What follows belongs to an exercise in optimizing a design on an open flow for small area; a production flow would make more cautious choices.
RTL that was checked went through simulation tests only; none was proved equivalent to the original.

==> flow/design.v <==
module aes_key_sched_ctrl #(
  parameter int NR = 10
) (
  input  logic         clk,
  input  logic         rst_n,
  input  logic         key_valid,
  output logic         key_ready,
  input  logic [127:0] key_in,
  output logic [31:0]  sw_out,
  input  logic [31:0]  sw_in,
  input  logic         rk_req,
  input  logic [3:0]   rk_idx,
  output logic         rk_valid,
  output logic [127:0] rk_data,
  output logic         rk_err,
  output logic         busy,
  output logic         keys_ready
);
  localparam int NL = 7;    
  logic         busy_q, ready_q;
  logic [2:0]   ph;         
  logic         hi;         
  logic [3:0]   cnt;        
  logic [31:0]  e [0:NL-1];
  logic [31:0]  o [0:NL-1];
  logic         accept;
  logic [7:0]   rcon;
  logic [31:0]  w0, w1, w2, w3, t, sw_w;
  logic [3:0]   ridx;
  logic [4:0]   sum;
  logic [2:0]   pa;
  logic         idx_ok, odd;
  logic [NL-1:0] ha, hb, hea, hoa;
  logic [127:0] rd;
  assign busy       = busy_q;
  assign keys_ready = ready_q;
  assign key_ready  = ~busy_q;
  assign accept     = key_valid & ~busy_q;
  assign w0 = key_in[127:96];
  assign w1 = key_in[95:64];
  assign w2 = key_in[63:32];
  assign w3 = key_in[31:0];
  assign cnt = hi ? 4'd13 - {1'b0, ph} : 4'd6 - {1'b0, ph};
  always_comb begin
    rcon = '0;
    if (cnt < 4'd8) rcon[cnt[2:0]] = 1'b1;
    if (cnt == 4'd8) rcon = 8'h1b;
    if (cnt == 4'd9) rcon = 8'h36;
  end
  assign t = sw_in ^ {rcon, 24'h0};
  assign sw_w   = cnt[0] ? e[NL-1] : o[NL-1];
  assign sw_out = {sw_w[23:0], sw_w[31:24]};
  always_comb begin
    ridx   = rk_idx;
    idx_ok = (ridx <= 4'(NR));
    odd    = ridx[0];
    sum    = {2'b00, ph} + {1'b0, ridx};
    pa     = (sum >= 5'd14) ? 3'(sum - 5'd14) : (sum >= 5'd7) ? 3'(sum - 5'd7) : sum[2:0];
    for (int i = 0; i < NL; i++) begin
      ha[i] = idx_ok && pa == 3'(i);
      hb[i] = idx_ok && pa == 3'((i + 1) % NL);
    end
    hea = odd ? ha : hb;
    hoa = odd ? hb : ha;
  end
  aes_ks_window u_window (
    .e   ({e[6], e[5], e[4], e[3], e[2], e[1], e[0]}),
    .o   ({o[6], o[5], o[4], o[3], o[2], o[1], o[0]}),
    .hea (hea),
    .hoa (hoa),
    .odd (odd),
    .rd  (rd)
  );
  always_ff @(posedge clk) begin
    rk_data <= rd;
    for (int i = 0; i < NL - 1; i++) begin
      e[i] <= e[i + 1];
      o[i] <= o[i + 1];
    end
    e[NL-1] <= (busy_q && !cnt[0]) ? e[3] ^ t : e[0];
    o[NL-1] <= (busy_q &&  cnt[0]) ? o[3] ^ t : o[0];
    if (accept) begin
      e[3]    <= w0 ^ w1 ^ w2 ^ w3;   
      e[5]    <= w2 ^ w3;             
      o[4]    <= w1 ^ w3;             
      o[NL-1] <= w3;                  
      ph      <= 3'd6;
      hi      <= 1'b0;
    end else begin
      ph <= (ph == 3'd0) ? 3'd6 : ph - 3'd1;
      hi <= hi ^ (ph == 3'd0);
    end
  end
  always_ff @(posedge clk or negedge rst_n) begin
    if (!rst_n) begin
      busy_q   <= 1'b0;
      ready_q  <= 1'b0;
      rk_valid <= 1'b0;
      rk_err   <= 1'b0;
    end else begin
      rk_valid <= ready_q & rk_req;
      rk_err   <= ready_q & rk_req & (rk_idx > 4'(NR));
      if (accept) begin
        busy_q  <= 1'b1;
        ready_q <= 1'b0;
      end else if (busy_q && cnt == 4'(NR - 1)) begin
        busy_q  <= 1'b0;
        ready_q <= 1'b1;
      end
    end
  end
endmodule
module aes_ks_window (
  input  logic [223:0] e,
  input  logic [223:0] o,
  input  logic [6:0]   hea,
  input  logic [6:0]   hoa,
  input  logic         odd,
  output logic [127:0] rd
);
  logic [31:0] ea, eb, oa, ob, pe, po;
  always_comb begin
    ea = '0; eb = '0; oa = '0; ob = '0;
    for (int i = 0; i < 7; i++) begin
      ea = ea | ({32{hea[i]}} & e[32 * i +: 32]);
      eb = eb | ({32{hea[i]}} & e[32 * ((i + 5) % 7) +: 32]);
      oa = oa | ({32{hoa[i]}} & o[32 * i +: 32]);
      ob = ob | ({32{hoa[i]}} & o[32 * ((i + 5) % 7) +: 32]);
    end
    pe = ea ^ eb;
    po = oa ^ ob;
    rd = {pe ^ po, odd ? pe : po, ea ^ oa, odd ? ea : oa};
  end
endmodule
clock: 7.5 ns
lec_check: 0
cap_margin: 20
core_margin: 2
core_utilization: 40
slew_margin: 20
synth_hierarchical: 1
standard.sh (not shown) runs the stock make flow with config.mk's settings and CLKGATE_MAP_FILE= SYNTH_SCRIPT=/design/flow/synth_recipe.tcl, a recipe that flattens the netlist after the stock synthesis.
==> flow/flow/run.sh <==
#!/bin/bash
# Standard ORFS layout (the standard.sh, standard synthesis unchanged) with
# three changes:
#  - after floorplan, combinational cells are set to the smallest drive of
#    their family (flow/downsize.tcl); placement's repair_design and the later
#    repair steps resize them again where slew, capacitance or timing need it;
#  - port buffers use the smallest buffer;
#  - the clock tree uses clkbuf_8 with sink clusters of at most 16 and no
#    dummy loads.
set -euo pipefail
export BUFFER_PORTS_ARGS="-buffer_cell sky130_fd_sc_hd__buf_1"
export CTS_ARGS="-sink_clustering_enable -repair_clock_nets -dont_use_dummy_load -buf_list sky130_fd_sc_hd__clkbuf_8 -sink_clustering_size 16 -sink_clustering_max_diameter 60"
bash standard.sh floorplan > standard_floorplan.log 2>&1
DS_ODB=$(pwd)/orfs/results/sky130hd/aes_key_sched_ctrl/base/2_floorplan.odb \
DS_LIB=$FLOW_HOME/platforms/sky130hd/lib/sky130_fd_sc_hd__tt_025C_1v80.lib \
  openroad -no_init -exit flow/downsize.tcl > downsize.log 2>&1
bash standard.sh > standard.log 2>&1
==> flow/flow/downsize.tcl <==
# Downsize every combinational cell to the smallest-area cell of the same
# family (same name up to the drive-strength suffix). Flip-flops, clock cells
# and tie cells are left alone; repair_design later resizes where slew or
# capacitance calls for it.
set odb $::env(DS_ODB)
read_db $odb
read_liberty $::env(DS_LIB)
set dont_use {}
set best [dict create]
foreach lc [get_lib_cells */*] {
  set n [get_name $lc]
  if {![regexp {^(sky130_fd_sc_hd__[a-z0-9]+)_([0-9]+)$} $n -> fam drv]} continue
  if {[lsearch -exact $dont_use $n] >= 0} continue
  set m [[ord::get_db] findMaster $n]
  if {$m eq "NULL"} continue
  set a [expr {[$m getWidth] * [$m getHeight]}]
  if {![dict exists $best $fam] || $a < [lindex [dict get $best $fam] 1]} {
    dict set best $fam [list $n $a]
  }
}
set count 0
foreach inst [[ord::get_db_block] getInsts] {
  set mn [[$inst getMaster] getName]
  if {![regexp {^(sky130_fd_sc_hd__[a-z0-9]+)_([0-9]+)$} $mn -> fam drv]} continue
  if {[regexp {^sky130_fd_sc_hd__(df|ed|sdf|dl|clk|conb|tap|fill|decap|diode|buf|inv)} $mn]} continue
  if {![dict exists $best $fam]} continue
  set to [lindex [dict get $best $fam] 0]
  if {$to ne $mn} {
    replace_cell [$inst getName] $to
    incr count
  }
}
puts "downsize: replaced $count cells"
write_db $odb
Rerun with:
--- a/flow/design.v
+++ b/flow/design.v
@@ -19,6 +19,4 @@
   localparam int NL = 7;    
   logic         busy_q, ready_q;
-  logic [2:0]   ph;         
-  logic         hi;         
   logic [3:0]   cnt;        
   logic [31:0]  e [0:NL-1];
@@ -28,4 +26,5 @@
   logic [31:0]  w0, w1, w2, w3, t, sw_w;
   logic [3:0]   ridx;
+  logic [2:0]   ph;
   logic [4:0]   sum;
   logic [2:0]   pa;
@@ -41,5 +40,4 @@
   assign w2 = key_in[63:32];
   assign w3 = key_in[31:0];
-  assign cnt = hi ? 4'd13 - {1'b0, ph} : 4'd6 - {1'b0, ph};
   always_comb begin
     rcon = '0;
@@ -55,4 +53,5 @@
     idx_ok = (ridx <= 4'(NR));
     odd    = ridx[0];
+    ph     = (cnt <= 4'd6) ? 3'(4'd6 - cnt) : 3'(4'd13 - cnt);
     sum    = {2'b00, ph} + {1'b0, ridx};
     pa     = (sum >= 5'd14) ? 3'(sum - 5'd14) : (sum >= 5'd7) ? 3'(sum - 5'd7) : sum[2:0];
@@ -85,9 +84,7 @@
       o[4]    <= w1 ^ w3;             
       o[NL-1] <= w3;                  
-      ph      <= 3'd6;
-      hi      <= 1'b0;
+      cnt     <= 4'd0;
     end else begin
-      ph <= (ph == 3'd0) ? 3'd6 : ph - 3'd1;
-      hi <= hi ^ (ph == 3'd0);
+      cnt <= (cnt == 4'd13) ? 4'd0 : cnt + 4'd1;
     end
   end
Effect:
- sequential cell count is unchanged
- worst setup slack gets worse by 1000 ps
- worst hold slack got worse by 22 ps
- wire length decreases by 3.5%
- non-clock buffer count fell by 2
Only the layout flow was run in the first run of this note; the RTL was not checked for function there.

-- afterwards: timing with drivers on the ports --
Ports are ideal in the flow. The routed layouts listed here were re-timed in OpenROAD. Step 1 (the two cells are an assumption about what drives the block):
set clk [get_ports {clk}]
set_driving_cell -lib_cell sky130_fd_sc_hd__clkbuf_16 $clk
set_driving_cell -lib_cell sky130_fd_sc_hd__buf_2 [delete_from_list [all_inputs] $clk]
Step 2 times the ports against the registers' clock, not the clock port: input delays grow and output delays shrink by t, the midpoint of the rising clock arrivals with the driver on. Three values: ideal ports, drivers, drivers and shift; two values: the first two.
run | shift t [ns] | setup slack, ns | hold WS [ns]
the first run | 0.677 | 1.624 / 1.658 / 0.981 | 0.330 / 0.330 / 0.330
the second run | 0.672 | 0.629 / 0.629 / 0.622 | 0.308 / 0.308 / 0.308
After both steps setup and hold are still met in every run listed. The setup slack of the first run, which loses most, moves by +0.034 ns with the drivers and by -0.643 ns with both steps.
